Source: an optimization exercise on an open RTL-to-GDS flow (aim: small area, a short achievable clock period and few clock cycles). Production flows keep margins and buffers that such runs may drop.
The RTL was checked by simulation tests, not by an equivalence proof against the original design.

==> flow/design.v (excerpt) <==
module conv_layer_top (
  input  wire                                 clk,
  input  wire                                 reset,
  input  wire                                 ld_req,
  input  wire [4-1:0]              ld_addr,
  input  wire [4*16-1:0]  ld_data,
  input  wire                                 start_req,
  input  wire [4-1:0]              rd_addr,
  output logic                                ld_ack,
  output logic                                start_ack,
  output logic [4*16-1:0] rd_data
);
  logic        ld_we, m_ld, inject, zero_s, skip_sel, slow, busy, busy_rd;
  logic [3:0]  rc_pos;
  logic [15:0] rc_sel;
  logic        m_we, u_we;
  logic [3:0]  m_waddr, u_waddr;
  logic [59:0] m_wdata, m_rdata;
  logic [71:0] u_wdata, u_rdata;
  layer_sequencer u_seq (
    .clk       (clk),
    .reset     (reset),
    .ld_req    (ld_req),
    .ld_addr   (ld_addr),
    .start_req (start_req),
    .busy      (busy),
    .busy_rd   (busy_rd),
    .ld_ack    (ld_ack),
    .start_ack (start_ack),
    .ld_we     (ld_we),
    .m_ld      (m_ld),
    .inject    (inject),
    .zero_s    (zero_s),
    .skip_sel  (skip_sel),
    .slow      (slow),
    .rc_pos    (rc_pos),
    .rc_sel    (rc_sel)
  );
  mac_array u_mac (
    .clk      (clk),
    .reset    (reset),
    .ld_we    (ld_we),
    .ld_addr  (ld_addr),
    .ld_data  (ld_data),
    .m_ld     (m_ld),
    .inject   (inject),
    .rc_pos   (rc_pos),
    .rc_m     (m_rdata),
    .rc_u     (u_rdata),
  ...
For scale: roughly 8400 cells after synthesis, roughly 140 I/O pins.
==> module feature_ram, before the edit <==
module feature_ram (
  input  wire                       clk,
  input  wire                       m_we,
  input  wire [4-1:0]    m_waddr,
  input  wire [59:0]                m_wdata,
  input  wire                       u_we,
  input  wire [4-1:0]    u_waddr,
  input  wire [71:0]                u_wdata,
  input  wire [16-1:0]     m_rsel,    
  output logic [59:0]               m_rdata,
  input  wire [4-1:0]    u_raddr,
  input  wire                       u_raw,     
  output logic [71:0]               u_rdata    
);
  logic [59:0] mem_m [0:16-1];
  logic [71:0] mem_u [0:16-1];
  logic [71:0] u_mux;
  always_ff @(posedge clk) begin
    if (m_we) mem_m[m_waddr] <= m_wdata;
    if (u_we) mem_u[u_waddr] <= u_wdata;
    for (int i = 0; i < 4; i++) begin
      u_rdata[i*18+16 +: 2] <= u_mux[i*18+16 +: 2];
      if (!u_raw && u_mux[i*18+16])
        u_rdata[i*18 +: 16] <= 16'h7fff;
      else if (!u_raw && u_mux[i*18+17])
        u_rdata[i*18 +: 16] <= 16'h8000;
      else
        u_rdata[i*18 +: 16] <= u_mux[i*18 +: 16];
    end
  end
  always_comb begin
    u_mux   = u_wdata & {72{u_we && u_raddr == u_waddr}};
    m_rdata = '0;
    for (int k = 0; k < 16; k++) begin
      u_mux   = u_mux   | (mem_u[k] & {72{u_raddr == 4'(k) && !(u_we && u_waddr == 4'(k))}});
      m_rdata = m_rdata | (mem_m[k] & {60{m_rsel[k]}});
    end
  end
endmodule
==> module mac_array, before the edit <==
module mac_array (
  input  wire                         clk,
  input  wire                         reset,
  input  wire                         ld_we,      
  input  wire [4-1:0]      ld_addr,
  input  wire [63:0]                  ld_data,
  input  wire                         m_ld,       
  input  wire                         inject,     
  input  wire [4-1:0]      rc_pos,
  input  wire [59:0]                  rc_m,       
  input  wire [71:0]                  rc_u,       
  input  wire                         zero_s,     
  input  wire                         skip_sel,   
  output logic                        busy,       
  output logic                        busy_rd,    
  output logic                        m_we,
  output logic [4-1:0]     m_waddr,
  output logic [59:0]                 m_wdata,
  output logic                        u_we,
  output logic [4-1:0]     u_waddr,
  output logic [71:0]                 u_wdata
);
  localparam int L = 4;
  logic [159:0] c0_q;
  logic [115:0] c1_q, c2_q;
  logic [115:0] c1_p, c2_p;
  logic [59:0]  y0_q, m_q;
  logic [63:0]  s1, s2;         
  logic [3:0]   a0, a1, a2, a3, a4;
  logic         v0, v1, v2, v3, v4;
  logic [63:0]  x_in, y0_x, m_x, s_in;
  logic [159:0] c0_d, c1_d, c2_d;
  logic [59:0]  y0_d, m_d;
  logic [71:0]  u_d;
  logic [63:0]  skip_rec;
  function automatic logic [28:0] half_add(logic [19:0] a, logic [19:0] b);
    logic [10:0] lo;
    lo = {1'b0, a[9:0]} + {1'b0, b[9:0]};
    half_add = {b[19:10], a[19:10], lo[10], lo[9:2]};
  endfunction
  function automatic logic [17:0] half_rest(logic [28:0] p);
    half_rest = {p[18:9] + p[28:19] + {9'd0, p[8]}, p[7:0]};
  endfunction
  function automatic logic [14:0] relu_clamp(logic [19:0] t);
    if (t[19])             relu_clamp = 15'd0;
    else if (|t[18:17])    relu_clamp = 15'h7fff;
    else                   relu_clamp = t[16:2];
  endfunction
  for (genvar i = 0; i < L; i++) begin : g_lane
    logic [19:0] t0;
    logic [17:0] t1, t2;    
    assign t0 = c0_q[i*40 +: 20] + c0_q[i*40+20 +: 20];
    assign t1 = half_rest(c1_q[i*29 +: 29]);
    assign t2 = half_rest(c2_q[i*29 +: 29]);
    assign c1_p[i*29 +: 29] = half_add(c1_d[i*40 +: 20], c1_d[i*40+20 +: 20]);
    assign c2_p[i*29 +: 29] = half_add(c2_d[i*40 +: 20], c2_d[i*40+20 +: 20]);
    assign y0_d[i*15 +: 15] = relu_clamp(t0);
    assign m_d[i*15 +: 15]  = relu_clamp({t1, 2'b00});
    assign u_d[i*18 +: 18]  = {t2[17] && !(t2[16] && t2[15]),
                               !t2[17] && (t2[16] || t2[15]),
                               t2[15:0]};
    assign y0_x[i*16 +: 16] = {1'b0, y0_q[i*15 +: 15]};
    assign m_x[i*16 +: 16]  = {1'b0, m_q[i*15 +: 15]};
    assign x_in[i*16 +: 16] = inject ? m_x[i*16 +: 16] : ld_data[i*16 +: 16];
    assign skip_rec[i*16 +: 16] = rc_u[i*18 +: 16] - t2[15:0];
  end
  assign s_in = zero_s ? '0 : s2;
  conv_csa0 u_s0 (.x(x_in), .r(c0_d));
  conv_csa1 u_s1 (.x(y0_x), .r(c1_d));
  conv_csa2 u_s2 (.x(m_x),  .a(s_in), .r(c2_d));
  always_ff @(posedge clk) begin
    if (ld_we)         s1 <= ld_data;
    else if (skip_sel) s1 <= skip_rec;
    a0   <= inject ? rc_pos : ld_addr;
    c0_q <= c0_d;
    y0_q <= y0_d;
    c1_q <= c1_p;
    m_q  <= m_ld ? rc_m : m_d;
    c2_q <= c2_p;
    if (v1) s2 <= s1;
    a1 <= a0;
    a2 <= a1;
    a3 <= a2;
    a4 <= a3;
  end
  always_ff @(posedge clk) begin
    if (reset) begin
      {v0, v1, v2, v3, v4} <= '0;
    end else begin
      v0 <= ld_we || inject;
      v1 <= v0;
      v2 <= v1;
      v3 <= v2;
      v4 <= v3;
    end
  end
  assign busy    = v0 || v1 || v2 || v3 || v4;
  assign busy_rd = v0 || v1 || v2;
  assign m_we    = v3;
  assign m_waddr = a3;
  assign m_wdata = m_q;
  assign u_we    = v4;
  assign u_waddr = a4;
  assign u_wdata = u_d;
endmodule
Settings: LEC_CHECK=0, ABC_CLOCK_PERIOD_IN_PS=4000, CAP_MARGIN=20, CORE_MARGIN=2, CORE_UTILIZATION=40, CTS_BUF_LIST=sky130_fd_sc_hd__clkbuf_8 sky130_fd_sc_hd__clkbuf_16, CTS_CLUSTER_DIAMETER=60, CTS_CLUSTER_SIZE=20, PLACE_DENSITY=0.6, SETUP_SLACK_MARGIN=5, SLEW_MARGIN=20; clock period 11.0 ns.
standard.sh (not shown) runs the stock make flow with config.mk's settings and CLKGATE_MAP_FILE= SYNTH_SCRIPT=/design/flow/synth_recipe.tcl, a recipe that flattens the netlist after the stock synthesis.
==> flow/flow/run.sh <==
#!/bin/bash
set -euo pipefail
MARGIN=7
export BUFFER_PORTS_ARGS="-buffer_cell sky130_fd_sc_hd__buf_4"
sed -e "s/ SETUP_SLACK_MARGIN=[0-9.]*//" -e "s/ \"\${@:-finish}\"/ SETUP_SLACK_MARGIN=${MARGIN} \"\${@:-finish}\"/" standard.sh > standard_margin.sh
grep -q "SETUP_SLACK_MARGIN=${MARGIN}" standard_margin.sh
bash standard_margin.sh > standard.log 2>&1
Testbench counts at the start, summed over its fixed seeds: cycles 3,264.
==> next run, changes <==
--- a/flow/design.v
+++ b/flow/design.v
@@ -19,15 +19,15 @@
   logic [71:0] u_mux;
   always_ff @(posedge clk) begin
     if (m_we) mem_m[m_waddr] <= m_wdata;
     if (u_we) mem_u[u_waddr] <= u_wdata;
     for (int i = 0; i < 4; i++) begin
       u_rdata[i*18+16 +: 2] <= u_mux[i*18+16 +: 2];
-      if (!u_raw && u_mux[i*18+16])
+      if (!u_raw && !u_mux[i*18+17] && (u_mux[i*18+16] || u_mux[i*18+15]))
         u_rdata[i*18 +: 16] <= 16'h7fff;
-      else if (!u_raw && u_mux[i*18+17])
+      else if (!u_raw && u_mux[i*18+17] && !(u_mux[i*18+16] && u_mux[i*18+15]))
         u_rdata[i*18 +: 16] <= 16'h8000;
       else
         u_rdata[i*18 +: 16] <= u_mux[i*18 +: 16];
     end
   end
   always_comb begin
@@ -3381,14 +3381,14 @@
   output logic                        u_we,
   output logic [4-1:0]     u_waddr,
   output logic [71:0]                 u_wdata
 );
   localparam int L = 4;
   logic [159:0] c0_q;
-  logic [115:0] c1_q, c2_q;
-  logic [115:0] c1_p, c2_p;
+  logic [115:0] c1_q, c1_p;
+  logic [131:0] c2_q, c2_p;
   logic [59:0]  y0_q, m_q;
   logic [63:0]  s1, s2;         
   logic [3:0]   a0, a1, a2, a3, a4;
   logic         v0, v1, v2, v3, v4;
   logic [63:0]  x_in, y0_x, m_x, s_in;
   logic [159:0] c0_d, c1_d, c2_d;
@@ -3400,30 +3400,36 @@
     lo = {1'b0, a[9:0]} + {1'b0, b[9:0]};
     half_add = {b[19:10], a[19:10], lo[10], lo[9:2]};
   endfunction
   function automatic logic [17:0] half_rest(logic [28:0] p);
     half_rest = {p[18:9] + p[28:19] + {9'd0, p[8]}, p[7:0]};
   endfunction
+  function automatic logic [32:0] half_add6(logic [19:0] a, logic [19:0] b);
+    logic [6:0] lo;
+    lo = {1'b0, a[5:0]} + {1'b0, b[5:0]};
+    half_add6 = {b[19:6], a[19:6], lo[6], lo[5:2]};
+  endfunction
+  function automatic logic [17:0] half_rest6(logic [32:0] p);
+    half_rest6 = {p[18:5] + p[32:19] + {13'd0, p[4]}, p[3:0]};
+  endfunction
   function automatic logic [14:0] relu_clamp(logic [19:0] t);
     if (t[19])             relu_clamp = 15'd0;
     else if (|t[18:17])    relu_clamp = 15'h7fff;
     else                   relu_clamp = t[16:2];
   endfunction
   for (genvar i = 0; i < L; i++) begin : g_lane
     logic [19:0] t0;
     logic [17:0] t1, t2;    
     assign t0 = c0_q[i*40 +: 20] + c0_q[i*40+20 +: 20];
     assign t1 = half_rest(c1_q[i*29 +: 29]);
-    assign t2 = half_rest(c2_q[i*29 +: 29]);
+    assign t2 = half_rest6(c2_q[i*33 +: 33]);
     assign c1_p[i*29 +: 29] = half_add(c1_d[i*40 +: 20], c1_d[i*40+20 +: 20]);
-    assign c2_p[i*29 +: 29] = half_add(c2_d[i*40 +: 20], c2_d[i*40+20 +: 20]);
+    assign c2_p[i*33 +: 33] = half_add6(c2_d[i*40 +: 20], c2_d[i*40+20 +: 20]);
     assign y0_d[i*15 +: 15] = relu_clamp(t0);
     assign m_d[i*15 +: 15]  = relu_clamp({t1, 2'b00});
-    assign u_d[i*18 +: 18]  = {t2[17] && !(t2[16] && t2[15]),
-                               !t2[17] && (t2[16] || t2[15]),
-                               t2[15:0]};
+    assign u_d[i*18 +: 18]  = t2;
     assign y0_x[i*16 +: 16] = {1'b0, y0_q[i*15 +: 15]};
     assign m_x[i*16 +: 16]  = {1'b0, m_q[i*15 +: 15]};
     assign x_in[i*16 +: 16] = inject ? m_x[i*16 +: 16] : ld_data[i*16 +: 16];
     assign skip_rec[i*16 +: 16] = rc_u[i*18 +: 16] - t2[15:0];
   end
   assign s_in = zero_s ? '0 : s2;
What happened:
- clock-buffer cell count is lower by 7
- routed wire length is higher by 4.3%
- utilization went down by 0.31 points
- final area stays flat
- first-iteration DRC count rises by 12%
- setup slack loses 0.16 ns
- clock skew rose by 0.017 ns
Testbench counts after the change, summed over its fixed seeds: cycles 3,264.

## what the ideal ports hide
Ports are ideal in the flow. The routed layouts listed here were re-timed in OpenROAD.
Step 1 (the two cells are an assumption about what drives the block):
set clk [get_ports {clk}]
set_driving_cell -lib_cell sky130_fd_sc_hd__clkbuf_16 $clk
set_driving_cell -lib_cell sky130_fd_sc_hd__buf_2 [delete_from_list [all_inputs] $clk]
Step 2 moves the port delays by t, midway between the first and last clock arrival at a register: inputs arrive t later, outputs are due t later. That takes back most of the time a late clock gives input paths.
Three values: ideal, step 1, step 2; two values: the first two.
| run | t (ns) | setup slack, ns | worst hold slack (ns) | slew at the worst register clock pin (ns) |
|---|---|---|---|---|
| the first run | 1.005 | 6.906 / 6.906 / 6.012 | 0.322 / 0.322 / 0.322 | 0.09 / 0.09 |
| the second run | 1.004 | 6.744 / 6.746 / 5.741 | 0.328 / 0.328 / 0.328 | 0.09 / 0.09 |
After both steps setup and hold are still met in every run listed. For the second run, which loses most, drivers alone change the setup slack by +0.002 ns; drivers and shift together by -1.003 ns.
